Context: an optimization exercise on an open-source flow, tuned for small area. The choices shown serve that exercise and are no tape-out recipe.
The RTL was checked by simulation tests, not by an equivalence proof against the original design.
Power is estimated from default activity; no workload was simulated.

## zinc
Design pwm_timing_param_calc, start of the top module:
module pwm_timing_param_calc (
   input  logic         clock,
   input  logic         reset,
   input  logic         req_start,
   output logic         busy,
   input  logic [6:0]   req_percent,
   output logic         rsp_valid,
   output logic [2:0]   rsp_div_code,
   output logic [7:0]   rsp_prescale_code,
   output logic [15:0]  rsp_period_code,
   output logic [15:0]  rsp_duty_code,
   output logic         rsp_duty_zero,
   output logic [1:0]   rsp_status,
   input  logic         csr_valid,
   output logic         csr_ready,
   input  logic [0:0]   csr_index,
   input  logic [31:0]  csr_wdata
);
   localparam logic [31:0] CLK_HZ_RESET = 32'd200000000;
   localparam logic [31:0] PERIOD_RESET = 32'd50000;
   localparam logic [23:0] D_CYC  = 24'd3906250;    
   localparam logic [23:0] D_FULL = 24'd65535;
   localparam logic [23:0] D_PCT  = 24'd100;
   localparam logic [3:0] S_IDLE   = 4'd0;
   localparam logic [3:0] S_DONE   = 4'd1;
   localparam logic [3:0] S_MULC   = 4'd2;    
   localparam logic [3:0] S_MULP   = 4'd3;    
   localparam logic [3:0] S_DIVD1  = 4'd4;    
   localparam logic [3:0] S_DIVK   = 4'd5;    
   localparam logic [3:0] S_DIV100 = 4'd6;    
   localparam logic [3:0] S_DIVPRE = 4'd7;    
   localparam logic [3:0] S_FIT    = 4'd8;    
   localparam logic [3:0] S_CLRM   = 4'd9;    
   localparam logic [3:0] S_CLRP   = 4'd10;   
   localparam logic [3:0] S_LOAD   = 4'd11;   
   localparam logic [1:0] PH_0 = 2'd0;        
   localparam logic [1:0] PH_A = 2'd1;
   localparam logic [1:0] PH_B = 2'd2;
   localparam logic [1:0] PH_C = 2'd3;
   logic [31:0] clk_hz;
   logic [31:0] period;
   logic [63:0] w;
   logic [15:0] aux;
   logic [2:0]  c;
   logic [7:0]  code;
   logic        range_f;
   logic        bad_f;
   logic [3:0]  state;
   logic [1:0]  phase;
   logic [5:0]  cnt;
   logic [1:0]  phs;         
   logic        cy1, cy2;    
   logic        idle;
   logic        accept;
   logic        bad;
   logic        step;        
   logic        div_mode;
   logic        mul_mode;
   logic        add_en;
   logic        is_pre;
   logic        sub;
   logic        c9;
   logic [23:0] dsel;
   logic [31:0] m_in;
  ...
Size: ~1000 cells after synthesis, roughly 170 flip-flops, about 93 I/O pins.
export LEC_CHECK = 0
export CAP_MARGIN = 0
export CORE_MARGIN = 2
export CORE_UTILIZATION = 40
export SLEW_MARGIN = 0
create_clock -name core_clock -period 8.0 [get_ports {clock}]
standard.sh (not shown) runs the stock make flow with config.mk's settings and CLKGATE_MAP_FILE= SYNTH_SCRIPT=/design/flow/synth_recipe.tcl, a recipe that flattens the netlist after the stock synthesis.
==> flow/flow/run.sh <==
#!/bin/bash
# The standard layout, with the port buffers made from the smallest buffer
# cell and a clock tree of small clock buffers without dummy loads.
set -euo pipefail
export BUFFER_PORTS_ARGS="-buffer_cell sky130_fd_sc_hd__buf_1"
export CTS_ARGS="-sink_clustering_enable -repair_clock_nets -buf_list sky130_fd_sc_hd__clkbuf_16 -dont_use_dummy_load -sink_clustering_size 40 -sink_clustering_max_diameter 120"
bash standard.sh "BUFFER_PORTS_ARGS=$BUFFER_PORTS_ARGS" "CTS_ARGS=$CTS_ARGS" finish > layout_make.log 2>&1
zinc: no failed stages, no open violations at the end
[inputs] harbor vs zinc
==> flow/flow/run.sh <==
#!/bin/bash
# The standard layout, with the port buffers made from the smallest buffer
# cell and a clock tree of small clock buffers without dummy loads.
set -euo pipefail
export BUFFER_PORTS_ARGS="-buffer_cell sky130_fd_sc_hd__buf_1"
export CTS_ARGS="-sink_clustering_enable -repair_clock_nets -buf_list sky130_fd_sc_hd__clkbuf_8 -dont_use_dummy_load"
bash standard.sh "BUFFER_PORTS_ARGS=$BUFFER_PORTS_ARGS" "CTS_ARGS=$CTS_ARGS" finish > layout_make.log 2>&1
--- a/flow/config.mk
+++ b/flow/config.mk
@@ -9,3 +9,3 @@
 export CORE_MARGIN = 2
-export CORE_UTILIZATION = 40
+export CORE_UTILIZATION = 55
 export SLEW_MARGIN = 0
### Flow results
- harbor vs zinc: total power down by a little under 10%
- zinc -> harbor: count of flip-flops and latches delta 0, exact match
- Between harbor and zinc, met1 wire length is lower for harbor, zinc comes in above that.
- Cell area ends up lower on harbor.
- The run with more routed wire is zinc, not harbor.
- Sort harbor and zinc by relative slew slack, ascending, and zinc comes first.
Setup changes, harbor to juniper
--- a/flow/config.mk
+++ b/flow/config.mk
@@ -9,3 +9,3 @@
 export CORE_MARGIN = 2
-export CORE_UTILIZATION = 55
+export CORE_UTILIZATION = 25
 export SLEW_MARGIN = 0
Notes after the runs:
- Against harbor, juniper reports a overall global routing resource usage that is lower.
- Compared with harbor, in juniper clock skew lost 0.0058 ns, insertion delay of the later-clocked pin in the worst-skew pair neither gained nor lost much.
- NOTE: design area in juniper exceeds that of harbor
- Per the comparison of juniper with harbor, non-clock buffer count held steady, total power after layout grew by about 0.5%.
> inputs changed (juniper -> pepper)
--- a/flow/config.mk
+++ b/flow/config.mk
@@ -9,3 +9,3 @@
 export CORE_MARGIN = 2
-export CORE_UTILIZATION = 25
+export CORE_UTILIZATION = 40
 export SLEW_MARGIN = 0
==> comparison <==
Total cell area at the placement stage in pepper vs juniper: down 220 um^2. nor2b_2 as the critical-path cell with the highest stage delay was reported by juniper, and edfxtp_1 by pepper. pepper — count of cell instances traversed by the critical path 1 lower, juniper as reference. Per the comparison of pepper with juniper, die area has decreased; fraction of layout cells with a size suffix above 1 has remained practically unchanged; area of the placeable core has decreased; share of power burned in the clock network has increased; worst setup slack has increased. Synthesized cell count delta (pepper -> juniper): insignificant.


== the baseline ==
Another version of the RTL of pwm_timing_param_calc (not shown whole).
Size: about 1000 cells after synthesis, about 170 flip-flops, about 93 I/O pins, roughly 0.0092 mm² of cells after synthesis.
Settings: LEC_CHECK=0, CAP_MARGIN=20, CORE_MARGIN=2, CORE_UTILIZATION=40, SLEW_MARGIN=20; clock period 8.0 ns.
==> flow/flow/run.sh <==
#!/bin/bash
# The standard layout, with the port buffers made from the smallest buffer
# cell and a clock tree of small clock buffers without dummy loads.
set -euo pipefail
export BUFFER_PORTS_ARGS="-buffer_cell sky130_fd_sc_hd__buf_1"
export CTS_ARGS="-sink_clustering_enable -repair_clock_nets -buf_list sky130_fd_sc_hd__clkbuf_8 -dont_use_dummy_load"
bash standard.sh "BUFFER_PORTS_ARGS=$BUFFER_PORTS_ARGS" "CTS_ARGS=$CTS_ARGS" finish > layout_make.log 2>&1
The baseline went all the way through the flow, and no timing, DRC or antenna check failed.
Edits applied to the flow inputs when going from the baseline to the candidate:
Settings: putting GPL_TIMING_DRIVEN at 0 where nothing was set; swapping 20 for 0 in CAP_MARGIN; swapping 40 for 60 in CORE_UTILIZATION; swapping 20 for 0 in SLEW_MARGIN.
==> notes.md <==
Of the baseline and the candidate, the baseline shows the lower final core utilization, with the candidate above it. The candidate ended with more critical path depth than the baseline. Post-layout worst setup margin in the candidate vs the baseline: down 0.43 ns. The candidate vs the baseline, flip-flop and latch power went down by about 4%. A cell with the largest stage delay on the worst path of dfxtp_1 is what the baseline shows, while o31ai_2 belongs to the candidate. Standby leakage power, the baseline and the candidate: lower on the baseline. Register-to-register slack on the candidate is down relative to the baseline. The run showing the smaller minimum hold slack is the baseline.

## separate check: timing with driven ports
The results above use ideal ports. As a check the final layouts listed here were re-extracted and re-timed, cells and wires unchanged. Step 1: set_driving_cell puts a clkbuf_16 on clock and a buf_2 on each other input, an assumption about the parent block. Step 2 times the ports against the registers' clock, not the clock port: input delays grow and output delays shrink by t, the midpoint of the rising clock arrivals with the driver on. Slacks: no drivers / after step 1 / after step 2; pairs: no drivers / after step 1.
run	t (ns)	setup slack, ns	worst setup path at the end	slew at the worst register clock pin (ns)	worst data-port slew with drivers (ns)
zinc	0.465	1.204 / 1.204 / 1.204	register to register	0.07 / 0.07	0.03
harbor	0.493	1.451 / 1.451 / 1.451	register to register	0.11 / 0.11	0.05
juniper	0.506	1.237 / 1.237 / 1.237	register to register	0.10 / 0.10	0.07
pepper	0.498	1.247 / 1.247 / 1.247	register to register	0.10 / 0.10	0.03
the baseline	0.488	1.297 / 1.297 / 1.297	register to register	0.11 / 0.11	0.04
the candidate	0.491	0.871 / 0.871 / 0.871	register to register	0.10 / 0.10	0.03
After both steps setup and hold are still met in every run listed.
